Source: an optimization exercise on an open RTL-to-GDS flow (aim: small area and a short achievable clock period). Production flows keep margins and buffers that such runs may drop.
The RTL was checked by simulation tests, not by an equivalence proof against the original design.
No activity file was given, so power comes from the tool's default toggle rates.

[flow/design.v]
`default_nettype none
package spi_burst_pkg;
    localparam logic [1:0] CMD_WR_ADDR = 2'b00;
    localparam logic [1:0] CMD_WR_DATA = 2'b01;
    localparam logic [1:0] CMD_RD_ADDR = 2'b10;
    localparam logic [1:0] CMD_RD_DATA = 2'b11;
    typedef enum logic [3:0] {
        IDLE    = 4'd0,
        CMD     = 4'd1,
        WR_ADDR = 4'd2,
        RD_ADDR = 4'd3,
        ADDR_OK = 4'd4,    
        WR_DATA = 4'd5,
        RD_WAIT = 4'd6,
        RD_FRST = 4'd7,    
        RD_DATA = 4'd8
    } state_t;
endpackage
`default_nettype wire
`default_nettype none
module spi_burst_ram (
    input  logic        clk,
    input  logic [15:0] wsel_lo,    
    input  logic [15:0] wsel_hi,    
    input  logic        inj,        
    input  logic [15:0] rsel_lo,    
    input  logic [15:0] rsel_hi,    
    output logic [3:0]  port0,
    output logic [3:0]  port4
);
    logic [7:0]  r_ring [1:255];
    logic [15:0] w_row0 [16];    
    logic [15:0] w_col4 [16];    
    logic [15:0] w_grp0;
    logic [15:0] w_grp4;
    for (genvar a = 1; a < 256; a++) begin : g_ring
        always_ff @(posedge clk) begin
            r_ring[a] <= {r_ring[a][6:0], (wsel_hi[a/16] && wsel_lo[a%16]) ? inj : r_ring[a][7]};
        end
        assign w_row0[a/16][a%16] = r_ring[a][0];
        assign w_col4[a%16][a/16] = r_ring[a][4];
    end
    assign w_row0[0][0] = 1'b0;
    assign w_col4[0][0] = 1'b0;
    for (genvar g = 0; g < 16; g++) begin : g_grp
        assign w_grp0[g] = |(rsel_lo & w_row0[g]);
        assign w_grp4[g] = |(rsel_hi & w_col4[g]);
    end
    for (genvar q = 0; q < 4; q++) begin : g_quarter
        assign port0[q] = |(rsel_hi[4*q +: 4] & w_grp0[4*q +: 4]);
        assign port4[q] = |(rsel_lo[4*q +: 4] & w_grp4[4*q +: 4]);
    end
endmodule
`default_nettype wire
`default_nettype none
module spi_burst_ram_slave #(
    parameter int DATA_W   = 8,
    parameter int ADDR_W   = 8,
    parameter bit AUTO_INC = 1'b1
) (
    input  logic clk,
    input  logic rst,
    input  logic MOSI,
    input  logic SS_n,
    output logic MISO,
    output logic frame_err
);
    spi_burst_pkg::state_t r_state;
    spi_burst_pkg::state_t w_next_state;
    logic [2:0]  r_ph;           
    logic [2:0]  r_cnt;
    logic [6:0]  r_shift;
    logic [7:0]  r_wr_ptr;
    logic [7:0]  r_rd_ptr;
    logic [7:0]  r_waddr;        
    logic [7:0]  r_wdata;
    logic [7:0]  r_byte0;        
    logic [15:0] r_wsel_lo;      
    logic [15:0] r_wsel_hi;
    logic        r_inj;          
    logic [15:0] r_na_lo;        
    logic [15:0] r_na_hi;
    logic [7:0]  r_nb;           
    logic [3:0]  r_pq0;          
    logic [3:0]  r_pq4;
    logic        r_na0;          
    logic        r_byp;
    logic [7:0]  w_nb;           
    logic [7:0]  r_cur;          
    logic        r_cur_ok;       
    logic        r_miso;
    logic        r_ferr;
    logic        w_run;
    logic [7:0]  w_rx;
    logic        w_rd_addr_ld;
    logic        w_wr_done;
    logic        w_first_ld;
    logic        w_inc_ld;
    logic        w_load;
    logic        w_abort;
    logic        w_byp;
    logic        w_na0;
    logic [7:0]  w_byte;
    logic [2:0]  w_ph_n;
    logic [7:0]  w_waddr_n;
    logic [7:0]  w_wdata_n;
    logic [15:0] w_rp_lo;
    logic [15:0] w_rp_hi;
    logic [15:0] w_rx_lo;
    logic [15:0] w_rx_hi;
    logic [3:0]  w_port0;
    logic [3:0]  w_port4;
    logic [7:0]  w_wr_ptr_n;     
    logic [7:0]  w_rd_ptr_n;
    logic [15:0] w_na_lo_n;
    logic [15:0] w_na_hi_n;
    logic        w_miso_d;
    function automatic logic [15:0] dec4(input logic [3:0] v);
        dec4 = 16'd1 << v;
    endfunction
    assign w_run = !rst && !SS_n;
    assign w_rx  = {r_shift, MOSI};
    assign w_rd_addr_ld = w_run && (r_state == spi_burst_pkg::RD_ADDR) && (r_cnt == 3'd7);
    assign w_wr_done    = w_run && (r_state == spi_burst_pkg::WR_DATA) && (r_cnt == 3'd7);
    assign w_first_ld   = w_run && (r_state == spi_burst_pkg::RD_FRST);
    assign w_inc_ld     = w_run && (r_state == spi_burst_pkg::RD_DATA) && (r_cnt == 3'd7);
    assign w_load       = w_first_ld || w_inc_ld;
    assign w_abort = (r_state == spi_burst_pkg::CMD) ||
                     (((r_state == spi_burst_pkg::WR_ADDR) || (r_state == spi_burst_pkg::RD_ADDR) ||
                       (r_state == spi_burst_pkg::WR_DATA)) && (r_cnt != 3'd0));
    assign w_ph_n    = r_ph + 3'd1;
    assign w_waddr_n = w_wr_done ? r_wr_ptr : r_waddr;
    assign w_wdata_n = w_wr_done ? w_rx : r_wdata;
    spi_burst_ram u_ram (
        .clk     (clk),
        .wsel_lo (r_wsel_lo),
        .wsel_hi (r_wsel_hi),
        .inj     (r_inj),
        .rsel_lo (r_na_lo),
        .rsel_hi (r_na_hi),
        .port0   (w_port0),
        .port4   (w_port4)
    );
    assign w_byp = |(r_na_lo & r_wsel_lo) && |(r_na_hi & r_wsel_hi);
    assign w_na0 = r_na_lo[0] && r_na_hi[0];
    always_comb begin
        if ((r_state == spi_burst_pkg::RD_FRST) && r_cur_ok) w_byte = r_cur;
        else if (r_byp)                                   w_byte = r_wdata;
        else if (r_na0)                                   w_byte = r_byte0;
        else                                              w_byte = w_nb;
    end
    always_comb begin
        for (int b = 0; b < 8; b++) begin
            if (3'(b + r_ph) == 3'd1)      w_nb[b] = |r_pq0;
            else if (3'(b + r_ph) == 3'd5) w_nb[b] = |r_pq4;
            else                           w_nb[b] = r_nb[b];
        end
    end
    always_comb begin
        w_wr_ptr_n = r_wr_ptr;
        if ((r_state == spi_burst_pkg::WR_ADDR) && (r_cnt == 3'd7))      w_wr_ptr_n = w_rx;
        else if ((r_state == spi_burst_pkg::WR_DATA) && (r_cnt == 3'd7)) w_wr_ptr_n = r_wr_ptr + 8'd1;
        w_rd_ptr_n = r_rd_ptr;
        if ((r_state == spi_burst_pkg::RD_ADDR) && (r_cnt == 3'd7))      w_rd_ptr_n = w_rx;
        else if ((r_state == spi_burst_pkg::RD_DATA) && (r_cnt == 3'd7)) w_rd_ptr_n = r_rd_ptr + 8'd1;
    end
    always_comb begin
        w_na_lo_n = r_na_lo;
        w_na_hi_n = r_na_hi;
        if ((r_state == spi_burst_pkg::RD_ADDR) && (r_cnt == 3'd7)) begin
            w_na_lo_n = w_rx_lo;
            w_na_hi_n = w_rx_hi;
        end else if ((r_state == spi_burst_pkg::RD_FRST) ||
                     ((r_state == spi_burst_pkg::RD_DATA) && (r_cnt == 3'd7))) begin
            w_na_lo_n = {r_na_lo[14:0], r_na_lo[15]};
            if (r_na_lo[15]) w_na_hi_n = {r_na_hi[14:0], r_na_hi[15]};
        end
    end
    assign w_rp_lo = dec4(r_rd_ptr[3:0]);
    assign w_rp_hi = dec4(r_rd_ptr[7:4]);
    assign w_rx_lo = dec4(w_rx[3:0]);
    assign w_rx_hi = dec4(w_rx[7:4]);
    always_comb begin
        w_miso_d = 1'b0;
        if (r_state == spi_burst_pkg::RD_FRST) w_miso_d = w_byte[7];
        else if (r_state == spi_burst_pkg::RD_DATA) begin
            w_miso_d = (r_cnt == 3'd7) ? w_byte[7] : r_cur[3'd6 - r_cnt];
        end
    end
    always_comb begin
        w_next_state = r_state;
        if (rst || SS_n) begin
            w_next_state = spi_burst_pkg::IDLE;
        end else begin
            case (r_state)
                spi_burst_pkg::IDLE: w_next_state = spi_burst_pkg::CMD;
                spi_burst_pkg::CMD: begin
                    case ({r_shift[0], MOSI})
                        spi_burst_pkg::CMD_WR_ADDR: w_next_state = spi_burst_pkg::WR_ADDR;
                        spi_burst_pkg::CMD_WR_DATA: w_next_state = spi_burst_pkg::WR_DATA;
                        spi_burst_pkg::CMD_RD_ADDR: w_next_state = spi_burst_pkg::RD_ADDR;
                        default:                    w_next_state = spi_burst_pkg::RD_WAIT;
                    endcase
                end
                spi_burst_pkg::WR_ADDR, spi_burst_pkg::RD_ADDR:
                    if (r_cnt == 3'd7) w_next_state = spi_burst_pkg::ADDR_OK;
                spi_burst_pkg::RD_WAIT: w_next_state = spi_burst_pkg::RD_FRST;
                spi_burst_pkg::RD_FRST: w_next_state = spi_burst_pkg::RD_DATA;
                default: w_next_state = r_state;
            endcase
        end
    end
    always_ff @(posedge clk) begin
        r_ph    <= w_ph_n;
        r_shift <= w_rx[6:0];
        r_state <= w_next_state;
        r_miso  <= w_run && w_miso_d;
        r_ferr  <= !rst && SS_n && w_abort;
        if (!w_run) begin
            r_cnt <= 3'd0;
        end else begin
            case (r_state)
                spi_burst_pkg::WR_ADDR, spi_burst_pkg::RD_ADDR,
                spi_burst_pkg::WR_DATA, spi_burst_pkg::RD_DATA: r_cnt <= r_cnt + 3'd1;
                default: r_cnt <= 3'd0;
            endcase
        end
        if (rst)       r_wr_ptr <= '0;
        else if (!SS_n) r_wr_ptr <= w_wr_ptr_n;
        if (rst)       r_rd_ptr <= '0;
        else if (!SS_n) r_rd_ptr <= w_rd_ptr_n;
        r_waddr   <= w_waddr_n;
        r_wdata   <= w_wdata_n;
        r_wsel_lo <= dec4(w_waddr_n[3:0]);
        r_wsel_hi <= dec4(w_waddr_n[7:4]);
        r_inj     <= w_wdata_n[~w_ph_n];
        if (w_wr_done && (r_wr_ptr == 8'd0)) r_byte0 <= w_rx;
        if (rst) begin
            r_na_lo <= 16'd1;
            r_na_hi <= 16'd1;
        end else if (SS_n) begin
            r_na_lo <= w_rp_lo;
            r_na_hi <= w_rp_hi;
        end else begin
            r_na_lo <= w_na_lo_n;
            r_na_hi <= w_na_hi_n;
        end
        r_na0 <= w_na0;
        r_byp <= w_byp;
        r_pq0 <= w_port0;
        r_pq4 <= w_port4;
        r_nb  <= w_nb;
        if (w_load) r_cur <= w_byte;
        if (rst || w_rd_addr_ld || w_wr_done) r_cur_ok <= 1'b0;
        else if (w_load)                      r_cur_ok <= 1'b1;
    end
    assign MISO      = r_miso;
    assign frame_err = r_ferr;
endmodule
`default_nettype wire
[flow/constraint.sdc]
create_clock -name core_clock -period 5.5 [get_ports {clk}]
set_input_delay 1.1000 -clock core_clock [delete_from_list [all_inputs] [get_ports {clk}]]
set_output_delay 1.1000 -clock core_clock [all_outputs]
set_load 0.01 [all_outputs]
[flow/run.sh]
#!/bin/bash
# synth_recipe.tcl (not shown) runs the flow's synth.tcl, then flattens the netlist and writes it again
# the make line also repeats each setting of config.mk as NAME=value (left out here)
make -C /OpenROAD-flow-scripts/flow DESIGN_CONFIG=/design/flow/config.mk WORK_HOME=/design/flow/orfs CLKGATE_MAP_FILE= SYNTH_SCRIPT=/design/flow/synth_recipe.tcl finish
[flow/config.mk]
export PLATFORM = sky130hd
export DESIGN_NAME = spi_burst_ram_slave
export DESIGN_NICKNAME = spi_burst_ram_slave
export VERILOG_FILES = /design/flow/design.v
export SDC_FILE = /design/flow/constraint.sdc
export NUM_CORES = 4
export LEC_CHECK = 0
export CAP_MARGIN = 20
export CORE_MARGIN = 2
export CORE_UTILIZATION = 75
export CTS_CLUSTER_DIAMETER = 80
export CTS_CLUSTER_SIZE = 30
export SETUP_SLACK_MARGIN = 3.35
export SLEW_MARGIN = 20
==> run summary <==
* Status: timing/DRC/antenna clean
* Worst path required time at 4.40 ns
* Internal at 18800 uW
* Num ports at 6
* DRT iter0 DRCs at 3147
* Hold Vio Cnt, Final at 0
* Synth Flop Type: dfxtp_1
* Slowest stage cell, crit path: dfxtp_2
* Seq cells post-synth at 2191
* Commonest non-fill, non-tap cell in the layout: dfxtp_1
* Average routed wire per standard cell at 29.5 um
* TritonCTS Buffers at 83
* Fin. max-slew vios at 0
* GRT Overall Usage at 0.370
* EDFF count, synth at 16
* RSZ-0062 raised after global routing: true
* Post-Syn Area per Cell at 14.4 um2
* Worst hold stages at 0
* Die Ht at 275 um
* Sequential share of power at 0.675
* Mapped cell area at 54900 um2
* Clock-pin transition on the worst setup and hold timing paths at 0.11 ns
* Cell family with most CP delay: flip-flops
* Largest family of logic cells by synthesized area: compound AO/OA/AOI/OAI gates
* Initial antenna violation count at 3
* Ys async rst share at 0
* Hold_ws at 0.312 ns
* Final setup TNS at 0 ns
* Worst rel slew slack at 0.228
* Final HPWL DP at 85900 um
* Leakage at 0.0229 uW
* Yosys warnings at 5
* Worst Path Max Fanout at 1
* CTS Buffer Depth at 3
* # clock sinks at 2191
* Sw Ratio at 0.203
* Post-route DRC at 0
* Gate Count Post-Synth at 3805
* Design Area, Final at 59100 um2
* Ratio of cells with drive above 1 in the final layout at 0.158
* Most frequent cells in the layout: dfxtp_1, nand2_1, mux2_2
* Nets at 3813
* Root buffer cell: clkbuf_16
* DIE AREA at 75400 um2
* DR vias/cell at 6.15
* Drt first pass iters at 6
* Crit-path cells: buf_6
* Setup skew after layout at 0.0339 ns
* Arr. time, crit path at 1.15 ns
* Final Critical Period at 2.25 ns
* P&R area growth vs syn at 7.62%
* Placed cell areas at 55900 um2
* Final setup viols at 0
* Clock power frac at 0.312
* FP Rows at 99
* Post-route ant nets at 0
* Worst reg2reg path depth at 6
* Die X at 275 um
* WS Path Type: reg -> out
* CP startpoint kind: register
* CP Depth at 1
* Max IR drop VDD at 0.421 mV
* Post-Synth Simple-Gate Area at 0.0498
* Routability cong. at 0.904
* Largest net degree at the start of global routing at 69
* Xor and xnor area share after synthesis at 0.000478
* Sum of buffers and inverters on the critical path at 1
* Worst path max stage delay at 0.37 ns
* Synth Area in Compound Gates at 0.0660
* Logic pwr share at 0.012
* Vias in the first global route at 28674
* GR Overflow Total at 0
* Initial Utilization at 0.756
* CTS tree: built
* Core Footprint at 72700 um2
* Yosys cell types at 73
* Worst-Margin Slew at 1.16 ns
* Adder-Cell Fraction of Synth Area at 0.00478
* NetSw at 4790 uW
* Peak Freq at 445 MHz
* Via count at 29268
* H-tree Lvls at 3
* Setup crit end kind: output pin
* Total routed wirelength at 141000 um
* Register area share after synthesis at 0.801
* PwrDens at 399 nW/um2
* Max Cap Violations at 0
* Global-route wire length before repair at 198000 um
* PortBufs at 5
* Syn_nets at 3830
* Mux cell area share after synthesis at 0.0604
* Fin crit share at 0.408
* Worst-skew pair later-pin latency at 0.68 ns
* Hold Path Class: reg -> reg
-- sequential cells by signal, summed over array words and instances (netlist names), 16 cells and up --
| register | flops |
|---|---|
| r_wsel_lo | 16 |
| r_na_lo | 16 |
| u_ram.r_ring | 2040 |
| r_wsel_hi | 16 |
| r_na_hi | 16 |
-- power by group through the flow --
stage | sequential (uW) | combinational (uW) | clock [uW]
2_1_floorplan | 16300 | 143 | 0
3_3_place_gp | 16300 | 247 | 0
3_5_place_dp | 16300 | 250 | 0
4_1_cts | 15900 | 266 | 7350
5_1_grt | 16000 | 289 | 7890
6_report | 16000 | 289 | 7370
-- path summary, 6_finish.rpt --
| kind | from | end | slack [ns] |
|---|---|---|---|
| min reg2reg | u_ram.r_ring[230][2] | u_ram.r_ring[230][3] | 0.31 |
| min | u_ram.r_ring[230][2] | u_ram.r_ring[230][3] | 0.31 |
| max | r_ferr | frame_err | 3.25 |
| max reg2reg | r_na_hi[14] | r_pq4[3] | 3.31 |
-- cell type report --
class	instances	area, um2
Antenna cell	2	5.00
Fill cell	3749	13600
Inverter	26	97.6
Clock inverter	8	98.8
Multi-Input combinational cell	1388	10700
Clock buffer	86	2150
Sequential cell	2191	44100
Timing Repair Buffer	98	841
Tap cell	959	1200
-- metrics by stage --
step	power, uW	utilization	std cells	setup WS [ns]
floorplan	16400	-	3805	3.16
global route	24100	0.813	4756	3.22
detailed placement	16600	0.769	4627	1.65
global placement	16600	0.769	4627	1.70
CTS	23600	0.808	4742	3.22
finish	23600	0.813	4758	3.25
-- synth_stat cells, types with 4 or more instances --
cell type / number / share of area
a2111oi_0: 4 / 0.00064
a2111oi_4: 6 / 0.0030
a211oi_1: 15 / 0.0020
a21oi_1: 22 / 0.0020
a221oi_1: 81 / 0.013
a22o_1: 78 / 0.012
a22oi_1: 127 / 0.017
a311oi_1: 10 / 0.0016
a31oi_1: 14 / 0.0016
a32oi_1: 4 / 0.00064
and2_1: 7 / 0.00080
and3_1: 6 / 0.00068
buf_1: 9 / 0.00061
buf_2: 12 / 0.0011
buf_4: 8 / 0.0011
buf_6: 4 / 0.00082
clkbuf_1: 172 / 0.012
dfxtp_1: 2175 / 0.79
edfxtp_1: 16 / 0.0087
ha_1: 21 / 0.0048
inv_1: 26 / 0.0018
mux2_2: 265 / 0.054
mux2i_1: 20 / 0.0036
mux4_2: 6 / 0.0025
nand2_1: 322 / 0.022
nand2b_1: 8 / 0.00091
nand3_1: 48 / 0.0044
nand3b_1: 4 / 0.00055
nand4_1: 33 / 0.0038
nor2_1: 103 / 0.0070
nor3_1: 36 / 0.0033
nor3b_1: 6 / 0.00082
nor4_2: 4 / 0.00091
o21a_1: 4 / 0.00055
o21ai_0: 71 / 0.0065
-- logic make-up after synthesis --
logic type	Yosys count
flops	2191
simple gates	603
compound gates	465
mux	291
buf+inv	231
fa+ha+maj	21
xor+xnor	3
-- layer usage --
| layer | vias to the layer above | track usage | routed length [um] |
|---|---|---|---|
| met5 | - | 0 | 13 |
| met4 | 2 | 0.160 | 6740 |
| met3 | 345 | 0.0746 | 12100 |
| met2 | 1494 | 0.574 | 63400 |
| met1 | 14675 | 0.512 | 58300 |
| li1 | 12752 | - | - |
-- repair_timing --
action | 4_1_cts | 5_1_grt
setup endpoints to repair | 134 | 93
setup buffers | 18 | 10
pin swaps | 11 | 13
gates cloned | 3 | 3
gates resized for setup | 90 | 52
hold buffers | 0 | 0

-- afterwards: timing with drivers on the ports --
Ports are ideal in the flow. The routed layout listed here was re-timed in OpenROAD.
Step 1 (the two cells are an assumption about what drives the block):
set clk [get_ports {clk}]
set_driving_cell -lib_cell sky130_fd_sc_hd__clkbuf_16 $clk
set_driving_cell -lib_cell sky130_fd_sc_hd__buf_2 [delete_from_list [all_inputs] $clk]
Step 2 adds t to the input delays and takes it off the output delays; t is the mean of the earliest and latest rising clock arrival at the registers after step 1. Input paths then give back, and output paths get back, about the clock's delay inside the block.
Slacks: no drivers / after step 1 / after step 2; pairs: no drivers / after step 1.
t, ns: 0.736
setup slack, ns: 3.254 / 3.185 / 2.693
latest minus earliest clock arrival (ns): 0.035 / 0.034
worst register clock-pin slew, ns: 0.12 / 0.12
cell pins on the clock port's net: 1
After both steps this run still meets setup and hold. For this run, drivers alone change the setup slack by -0.069 ns; drivers and shift together by -0.561 ns.
